This is an optimization exercise on Yosys and OpenROAD, whose aim is small area, a short achievable clock period and few clock cycles per item, not a production implementation. Only simulation tests tie the RTL to the original design; equivalence was not proved. No activity file was given, so power comes from the tool's default toggle rates.

==> run P <==
==> flow/design.v <==
package vct_pkg;
    localparam int ID_W     = 64;
    localparam int CLOCK_W  = 64;
    localparam int STATUS_W = 2;
    localparam logic [STATUS_W-1:0] ST_OK         = 2'd0;
    localparam logic [STATUS_W-1:0] ST_NOT_FOUND  = 2'd1;
    localparam logic [STATUS_W-1:0] ST_TABLE_FULL = 2'd2;
    localparam logic MODE_TICK  = 1'b0;
    localparam logic MODE_MERGE = 1'b1;
endpackage
import vct_pkg::*;
module vct_ctrl
(
    input  logic                clk,
    input  logic                rst_n,
    output logic                adv,
    output logic                in_ready,
    input  logic                hold_next,
    input  logic                res_valid,
    input  logic [STATUS_W-1:0] res_status,
    input  logic [CLOCK_W-1:0]  res_clock,
    output logic                out_valid,
    input  logic                out_ready,
    output logic [STATUS_W-1:0] out_status,
    output logic [CLOCK_W-1:0]  out_clock_value
);
    logic                out_v;
    logic [STATUS_W-1:0] out_st;
    logic [CLOCK_W-1:0]  out_clk;
    logic                skid_v;
    logic [STATUS_W-1:0] skid_st;
    logic [CLOCK_W-1:0]  skid_clk;
    logic                ready_reg;
    logic                adv_reg;
    logic push;
    logic out_free;
    logic skid_v_next;
    assign push     = adv_reg && res_valid;
    assign out_free = !out_v || out_ready;
    always_comb
    begin
        if (skid_v)
        begin
            skid_v_next = !out_free;
        end
        else
        begin
            skid_v_next = push && !out_free;
        end
    end
    always_ff @(posedge clk or negedge rst_n)
    begin
        if (!rst_n)
        begin
            out_v     <= 1'b0;
            skid_v    <= 1'b0;
            ready_reg <= 1'b1;
            adv_reg   <= 1'b1;
        end
        else
        begin
            if (out_free)
            begin
                out_v <= skid_v || push;
            end
            skid_v    <= skid_v_next;
            ready_reg <= !skid_v_next && !hold_next;
            adv_reg   <= !skid_v_next;
        end
    end
    always_ff @(posedge clk)
    begin
        if (out_free)
        begin
            out_st  <= skid_v ? skid_st  : res_status;
            out_clk <= skid_v ? skid_clk : res_clock;
        end
        if (!skid_v)
        begin
            skid_st  <= res_status;
            skid_clk <= res_clock;
        end
    end
    assign adv             = adv_reg;
    assign in_ready        = ready_reg;
    assign out_valid       = out_v;
    assign out_status      = out_st;
    assign out_clock_value = out_clk;
endmodule
import vct_pkg::*;
module vct_datapath
#(
    parameter int CAPACITY = 16
)
(
    input  logic                clk,
    input  logic                rst_n,
    input  logic                adv,
    input  logic                in_ready,
    output logic                hold_next,
    input  logic                cfg_wr_en,
    input  logic [ID_W-1:0]     cfg_wr_data,
    input  logic                in_valid,
    input  logic                in_mode,
    input  logic [ID_W-1:0]     in_actor_key,
    input  logic [CLOCK_W-1:0]  in_peer_clock,
    output logic                res_valid,
    output logic [STATUS_W-1:0] res_status,
    output logic [CLOCK_W-1:0]  res_clock
);
    localparam int GW = 4;
    localparam int NG = CLOCK_W / GW;
    logic [ID_W-1:0]     own_id;
    logic [ID_W-1:0]     actor_tab [CAPACITY];
    logic [CLOCK_W-1:0]  clock_tab [CAPACITY];
    logic [CAPACITY-1:0] occ;
    logic                zero0;
    logic                v2;
    logic                m2;
    logic [CAPACITY-1:0] match2;
    logic                hit2;
    logic [CAPACITY-1:0] free2;
    logic                full2;
    logic [CLOCK_W-1:0]  p2;
    logic                v3;
    logic                m3;
    logic                wr3;
    logic [STATUS_W-1:0] st3;
    logic [CAPACITY-1:0] wsel3;
    logic [CLOCK_W-1:0]  p3;
    logic [CLOCK_W-1:0]  c3;
    logic [NG-1:0]       ggt3;
    logic [NG-1:0]       glt3;
    logic [NG-1:0]       gone3;
    logic                ins2;
    logic [CAPACITY-1:0] wsel2;
    logic [CAPACITY-1:0] occ1;
    logic [CAPACITY-1:0] eq1;
    logic [CAPACITY-1:0] match1;
    logic [CAPACITY-1:0] free1;
    always_comb
    begin
        occ1 = occ | (ins2 ? free2 : '0);
        for (int i = 0; i < CAPACITY; i++)
        begin
            if (i == 0)
            begin
                eq1[i]    = (own_id == in_actor_key);
                match1[i] = eq1[i];
                free1[i]  = 1'b0;
            end
            else
            begin
                eq1[i]    = (actor_tab[i] == in_actor_key);
                match1[i] = occ1[i] && eq1[i];
                free1[i]  = occ1[i-1] && !occ1[i];
            end
        end
    end
    always_ff @(posedge clk)
    begin
        for (int i = 1; i < CAPACITY; i++)
        begin
            if (free1[i])
            begin
                actor_tab[i] <= in_actor_key;
            end
        end
    end
    logic bub;
    logic hz_next;
    logic adv2;
    logic [CAPACITY-1:0] wcand2;
    assign wcand2    = v2 ? (match2 | ((m2 == MODE_MERGE) ? free2 : '0)) : '0;
    assign hz_next   = in_valid && in_ready && (|(eq1 & wcand2));
    assign hold_next = adv ? hz_next : bub;
    assign adv2      = adv && !bub;
    always_ff @(posedge clk or negedge rst_n)
    begin
        if (!rst_n)
        begin
            v2  <= 1'b0;
            bub <= 1'b0;
        end
        else
        begin
            if (adv2)
            begin
                v2 <= in_valid;
            end
            bub <= hold_next;
        end
    end
    always_ff @(posedge clk)
    begin
        if (adv2)
        begin
            m2     <= in_mode;
            match2 <= match1;
            hit2   <= |match1;
            free2  <= free1;
            full2  <= occ1[CAPACITY-1];
            p2     <= in_peer_clock;
        end
    end
    logic                wr2;
    logic [STATUS_W-1:0] st2;
    logic [CLOCK_W-1:0]  rd2;
    logic [NG-1:0]       ggt2;
    logic [NG-1:0]       glt2;
    logic [NG-1:0]       gone2;
    assign ins2  = v2 && (m2 == MODE_MERGE) && !hit2 && !full2;
    assign wr2   = v2 && (hit2 || ((m2 == MODE_MERGE) && !full2));
    assign st2   = hit2                ? ST_OK :
                   (m2 == MODE_TICK)   ? ST_NOT_FOUND :
                   full2               ? ST_TABLE_FULL : ST_OK;
    assign wsel2 = !wr2 ? '0 : hit2 ? match2 : free2;
    always_ff @(posedge clk or negedge rst_n)
    begin
        if (!rst_n)
        begin
            own_id <= '0;
            occ    <= CAPACITY'(1);
        end
        else if (cfg_wr_en)
        begin
            own_id <= cfg_wr_data;
            occ    <= CAPACITY'(1);
        end
        else if (adv2 && ins2)
        begin
            occ <= occ | free2;
        end
    end
    always_comb
    begin
        rd2 = '0;
        for (int i = 0; i < CAPACITY; i++)
        begin
            if (i == 0)
            begin
                rd2 = rd2 | ((match2[i] && !zero0) ? clock_tab[i] : '0);
            end
            else
            begin
                rd2 = rd2 | (match2[i] ? clock_tab[i] : '0);
            end
        end
    end
    always_comb
    begin
        for (int j = 0; j < NG; j++)
        begin
            gone2[j] = &rd2[j*GW +: GW];
        end
    end
    for (genvar j = 0; j < NG; j++)
    begin : g_cmp
        vct_gt #(.W (GW)) u_gt
        (
            .g  (p2[j*GW +: GW] & ~rd2[j*GW +: GW]),
            .l  (~p2[j*GW +: GW] & rd2[j*GW +: GW]),
            .gt (ggt2[j]),
            .lt (glt2[j])
        );
    end
    always_ff @(posedge clk or negedge rst_n)
    begin
        if (!rst_n)
        begin
            v3    <= 1'b0;
            wsel3 <= '0;
        end
        else if (adv)
        begin
            v3    <= adv2 && v2;
            wsel3 <= adv2 ? wsel2 : '0;
        end
    end
    always_ff @(posedge clk)
    begin
        if (adv)
        begin
            m3    <= m2;
            wr3   <= wr2;
            st3   <= st2;
            p3    <= p2;
            c3    <= rd2;
            ggt3  <= ggt2;
            glt3  <= glt2;
            gone3 <= gone2;
        end
    end
    logic                gt3;
    logic [NG-1:0]       gcin3;
    logic [CLOCK_W-1:0]  inc_val3;
    logic [CLOCK_W-1:0]  new3;
    vct_gt #(.W (NG)) u_gt3
    (
        .g  (ggt3),
        .l  (glt3),
        .gt (gt3),
        .lt ()
    );
    vct_inc #(.W (NG)) u_gcin
    (
        .x   (gone3),
        .cin (1'b1),
        .c   (gcin3),
        .y   ()
    );
    for (genvar j = 0; j < NG; j++)
    begin : g_inc
        vct_inc #(.W (GW)) u_inc
        (
            .x   (c3[j*GW +: GW]),
            .cin (gcin3[j]),
            .c   (),
            .y   (inc_val3[j*GW +: GW])
        );
    end
    always_comb
    begin
        if (!wr3)
        begin
            new3 = '0;
        end
        else if (m3 == MODE_TICK)
        begin
            new3 = inc_val3;
        end
        else
        begin
            new3 = gt3 ? p3 : c3;
        end
    end
    always_ff @(posedge clk)
    begin
        for (int i = 0; i < CAPACITY; i++)
        begin
            if (wsel3[i])
            begin
                clock_tab[i] <= new3;
            end
        end
    end
    always_ff @(posedge clk or negedge rst_n)
    begin
        if (!rst_n)
        begin
            zero0 <= 1'b1;
        end
        else if (cfg_wr_en)
        begin
            zero0 <= 1'b1;
        end
        else if (wsel3[0])
        begin
            zero0 <= 1'b0;
        end
    end
    assign res_valid  = v3;
    assign res_status = st3;
    assign res_clock  = new3;
endmodule
module vct_gt
#(
    parameter int W = 8
)
(
    input  logic [W-1:0] g,
    input  logic [W-1:0] l,
    output logic         gt,
    output logic         lt
);
    localparam int L = $clog2(W);
    logic [W-1:0] tg [L+1];
    logic [W-1:0] tl [L+1];
    always_comb
    begin
        tg[0] = g;
        tl[0] = l;
        for (int l = 0; l < L; l++)
        begin
            tg[l+1] = '0;
            tl[l+1] = '0;
            for (int i = 0; i < (W >> (l + 1)); i++)
            begin
                tg[l+1][i] = tg[l][2*i+1] | (!tl[l][2*i+1] & tg[l][2*i]);
                tl[l+1][i] = tl[l][2*i+1] | (!tg[l][2*i+1] & tl[l][2*i]);
            end
        end
    end
    assign gt = tg[L][0];
    assign lt = tl[L][0];
endmodule
module vct_inc
#(
    parameter int W = 8
)
(
    input  logic [W-1:0] x,
    input  logic         cin,
    output logic [W-1:0] c,
    output logic [W-1:0] y
);
    localparam int L = $clog2(W);
    logic [W-1:0] p [L+1];
    always_comb
    begin
        p[0] = x;
        for (int l = 0; l < L; l++)
        begin
            for (int i = 0; i < W; i++)
            begin
                if (((i >> l) & 1) == 1)
                begin
                    p[l+1][i] = p[l][i] & p[l][((i >> l) << l) - 1];
                end
                else
                begin
                    p[l+1][i] = p[l][i];
                end
            end
        end
        c[0] = cin;
        for (int i = 1; i < W; i++)
        begin
            c[i] = cin & p[L][i-1];
        end
    end
    assign y = x ^ c;
endmodule
import vct_pkg::*;
module vector_clock_table_unit
#(
    parameter int CAPACITY = 16
)
(
    input  logic                clk,
    input  logic                rst_n,
    input  logic                item_valid,
    output logic                item_ready,
    input  logic                item_mode,
    input  logic [ID_W-1:0]     item_actor_key,
    input  logic [CLOCK_W-1:0]  item_peer_clock,
    output logic                result_valid,
    input  logic                result_ready,
    output logic [STATUS_W-1:0] result_status,
    output logic [CLOCK_W-1:0]  result_clock_value,
    input  logic                cfg_wr_en,
    input  logic [ID_W-1:0]     cfg_wr_data
);
    logic                adv;
    logic                hold_next;
    logic                res_valid;
    logic [STATUS_W-1:0] res_status;
    logic [CLOCK_W-1:0]  res_clock;
    vct_datapath #(
        .CAPACITY (CAPACITY)
    ) u_datapath
    (
        .clk           (clk),
        .rst_n         (rst_n),
        .adv           (adv),
        .in_ready      (item_ready),
        .hold_next     (hold_next),
        .cfg_wr_en     (cfg_wr_en),
        .cfg_wr_data   (cfg_wr_data),
        .in_valid      (item_valid),
        .in_mode       (item_mode),
        .in_actor_key  (item_actor_key),
        .in_peer_clock (item_peer_clock),
        .res_valid     (res_valid),
        .res_status    (res_status),
        .res_clock     (res_clock)
    );
    vct_ctrl u_ctrl
    (
        .clk             (clk),
        .rst_n           (rst_n),
        .adv             (adv),
        .in_ready        (item_ready),
        .hold_next       (hold_next),
        .res_valid       (res_valid),
        .res_status      (res_status),
        .res_clock       (res_clock),
        .out_valid       (result_valid),
        .out_ready       (result_ready),
        .out_status      (result_status),
        .out_clock_value (result_clock_value)
    );
endmodule
==> flow/flow/run.sh <==
#!/bin/bash
set -o pipefail
cp standard.sh standard.sh.txt 2>/dev/null
export BUFFER_PORTS_ARGS="-buffer_cell sky130_fd_sc_hd__buf_4"
bash standard.sh > standard.log 2>&1
==> flow/standard.sh <==
#!/bin/bash
# synth_recipe.tcl (not shown) runs the flow's synth.tcl, then flattens the netlist and writes it again
# the make line also repeats each setting of config.mk as NAME=value (left out here)
make -C /OpenROAD-flow-scripts/flow DESIGN_CONFIG=/design/flow/config.mk WORK_HOME=/design/flow/orfs CLKGATE_MAP_FILE= SYNTH_SCRIPT=/design/flow/synth_recipe.tcl "${@:-finish}"
==> flow/config.mk <==
export PLATFORM = sky130hd
export DESIGN_NAME = vector_clock_table_unit
export DESIGN_NICKNAME = vector_clock_table_unit
export VERILOG_FILES = /design/flow/design.v
export SDC_FILE = /design/flow/constraint.sdc
export NUM_CORES = 4
export LEC_CHECK = 0
export CAP_MARGIN = 20
export CORE_MARGIN = 2
export CORE_UTILIZATION = 62
export CTS_CLUSTER_DIAMETER = 60
export CTS_CLUSTER_SIZE = 25
export PLACE_DENSITY = 0.74
export SETUP_SLACK_MARGIN = 3.4
export SLEW_MARGIN = 20
export TNS_END_PERCENT = 5
==> flow/constraint.sdc <==
create_clock -name core_clock -period 6.0 [get_ports {clk}]
set_input_delay 1.2000 -clock core_clock [delete_from_list [all_inputs] [get_ports {clk}]]
set_output_delay 1.2000 -clock core_clock [all_outputs]
set_load 0.01 [all_outputs]
==> inputs of run B, as changes to run P <==
--- a/flow/design.v
+++ b/flow/design.v
@@ -135,7 +135,6 @@
     logic                ins2;
     logic [CAPACITY-1:0] wsel2;
     logic [CAPACITY-1:0] occ1;
-    logic [CAPACITY-1:0] eq1;
     logic [CAPACITY-1:0] match1;
     logic [CAPACITY-1:0] free1;
     always_comb
@@ -145,14 +144,12 @@
         begin
             if (i == 0)
             begin
-                eq1[i]    = (own_id == in_actor_key);
-                match1[i] = eq1[i];
+                match1[i] = (own_id == in_actor_key);
                 free1[i]  = 1'b0;
             end
             else
             begin
-                eq1[i]    = (actor_tab[i] == in_actor_key);
-                match1[i] = occ1[i] && eq1[i];
+                match1[i] = occ1[i] && (actor_tab[i] == in_actor_key);
                 free1[i]  = occ1[i-1] && !occ1[i];
             end
         end
@@ -170,9 +167,7 @@
     logic bub;
     logic hz_next;
     logic adv2;
-    logic [CAPACITY-1:0] wcand2;
-    assign wcand2    = v2 ? (match2 | ((m2 == MODE_MERGE) ? free2 : '0)) : '0;
-    assign hz_next   = in_valid && in_ready && (|(eq1 & wcand2));
+    assign hz_next   = in_valid && in_ready && (|(match1 & wsel2));
     assign hold_next = adv ? hz_next : bub;
     assign adv2      = adv && !bub;
     always_ff @(posedge clk or negedge rst_n)
==> flow/run.sh (new file) <==
#!/bin/bash
# synth_recipe.tcl (not shown) runs the flow's synth.tcl, then flattens the netlist and writes it again
# the make line also repeats each setting of config.mk as NAME=value (left out here)
make -C /OpenROAD-flow-scripts/flow DESIGN_CONFIG=/design/flow/config.mk WORK_HOME=/design/flow/orfs CLKGATE_MAP_FILE= SYNTH_SCRIPT=/design/flow/synth_recipe.tcl finish
--- a/flow/config.mk
+++ b/flow/config.mk
@@ -7,10 +7,9 @@
 export LEC_CHECK = 0
 export CAP_MARGIN = 20
 export CORE_MARGIN = 2
-export CORE_UTILIZATION = 62
+export CORE_UTILIZATION = 55
 export CTS_CLUSTER_DIAMETER = 60
 export CTS_CLUSTER_SIZE = 25
-export PLACE_DENSITY = 0.74
-export SETUP_SLACK_MARGIN = 3.4
+export PLACE_DENSITY = 0.7
+export SETUP_SLACK_MARGIN = 3.1
 export SLEW_MARGIN = 20
-export TNS_END_PERCENT = 5
removed: flow/flow/run.sh
removed: flow/standard.sh
==> inputs of run R, as changes to run P <==
--- a/flow/design.v
+++ b/flow/design.v
@@ -135,7 +135,6 @@
     logic                ins2;
     logic [CAPACITY-1:0] wsel2;
     logic [CAPACITY-1:0] occ1;
-    logic [CAPACITY-1:0] eq1;
     logic [CAPACITY-1:0] match1;
     logic [CAPACITY-1:0] free1;
     always_comb
@@ -145,14 +144,12 @@
         begin
             if (i == 0)
             begin
-                eq1[i]    = (own_id == in_actor_key);
-                match1[i] = eq1[i];
+                match1[i] = (own_id == in_actor_key);
                 free1[i]  = 1'b0;
             end
             else
             begin
-                eq1[i]    = (actor_tab[i] == in_actor_key);
-                match1[i] = occ1[i] && eq1[i];
+                match1[i] = occ1[i] && (actor_tab[i] == in_actor_key);
                 free1[i]  = occ1[i-1] && !occ1[i];
             end
         end
@@ -170,9 +167,7 @@
     logic bub;
     logic hz_next;
     logic adv2;
-    logic [CAPACITY-1:0] wcand2;
-    assign wcand2    = v2 ? (match2 | ((m2 == MODE_MERGE) ? free2 : '0)) : '0;
-    assign hz_next   = in_valid && in_ready && (|(eq1 & wcand2));
+    assign hz_next   = in_valid && in_ready && (|(match1 & wsel2));
     assign hold_next = adv ? hz_next : bub;
     assign adv2      = adv && !bub;
     always_ff @(posedge clk or negedge rst_n)
--- a/flow/config.mk
+++ b/flow/config.mk
@@ -11,6 +11,6 @@
 export CTS_CLUSTER_DIAMETER = 60
 export CTS_CLUSTER_SIZE = 25
 export PLACE_DENSITY = 0.74
-export SETUP_SLACK_MARGIN = 3.4
+export SETUP_SLACK_MARGIN = 3.6
 export SLEW_MARGIN = 20
 export TNS_END_PERCENT = 5
==> comparison table <==
Number of nets in the finished design: run B 6633; run P 6565; run R 6609
Post-DP Area: run B 104000 sq um; run P 103000 sq um; run R 103000 sq um
Total wirelength of the detailed-routed design: run B 304 mm; run P 290 mm; run R 295 mm
DR vias: run B 58242; run P 57594; run R 58687
Final-layout fill cell count: run B 12401; run P 9457; run R 9616
Outcome: run B finished clean; run P finished clean; run R finished clean
Post-Syn Area: run B 98500 sq um; run P 98100 sq um; run R 98500 sq um
Aggregate global-route resource usage: run B 31.9%; run P 34.0%; run R 35.9%
Sequential group share of total power: run B 49.6%; run P 50.7%; run R 50.1%
Effective utilization at floorplan: run B 55.3%; run P 62.6%; run R 62.3%
Proportion of cell area spent on the clock network: run B 5.14%; run P 4.46%; run R 4.52%
Post-detailed-placement half-perimeter wirelength: run B 170 mm; run P 156 mm; run R 161 mm
Die width: run B 427 microns; run P 402 microns; run R 403 microns
Fraction of the cycle the final worst path needs: run B 50.7%; run P 49.7%; run R 49.7%
Synthesized netlist cell count: run B 5971; run P 5892; run R 5971
Setup Buffers After CTS: run B 37; run P 60; run R 74
Core Area: run B 178000 sq um; run P 157000 sq um; run R 158000 sq um
Global-route wire length before repair: run B 409 mm; run P 391 mm; run R 410 mm
Signed area change from the synthesized netlist to the final layout: run B 14.9%; run P 15.1%; run R 14.3%
Antenna diode count: run B 1; run P 2; run R 2
Least-Margin Pin Slew: run B 1090 ps; run P 1140 ps; run R 1190 ps
Clock Latency Late Sink: run B 870 ps; run P 850 ps; run R 830 ps
Testbench counts of run P, summed over its fixed seeds: cycles 4,957, items 4,800.
Testbench counts of run B, summed over its fixed seeds: cycles 4,957, items 4,800.
Testbench counts of run R, summed over its fixed seeds: cycles 4,957, items 4,800.

[afterwards: timing with drivers on the ports]
In the flow no input, the clock included, has a driving cell. The finished layouts below were timed again as built, in two steps. Step 1 assumes that a clkbuf_16 drives the clock port and a buf_2 every other input. Step 2 moves the port delays by t, midway between the first and last clock arrival at a register: inputs arrive t later, outputs are due t later. That takes back most of the time a late clock gives input paths. Three values: no drivers, after step 1, after step 2; two values: the first two.
run	shift t [ns]	slack for setup (ns)	hold slack, ns	clock arrival spread, ns
run P	0.921	3.021 / 3.021 / 2.210	0.463 / 0.397 / 0.464	0.044 / 0.044
run B	0.932	2.958 / 2.958 / 2.134	0.456 / 0.397 / 0.461	0.052 / 0.051
run R	0.895	3.020 / 3.020 / 2.326	0.392 / 0.327 / 0.464	0.053 / 0.053
After both steps setup and hold are still met in every run listed. For run B, which loses most, drivers alone change the setup slack by 0.000 ns; drivers and shift together by -0.824 ns.
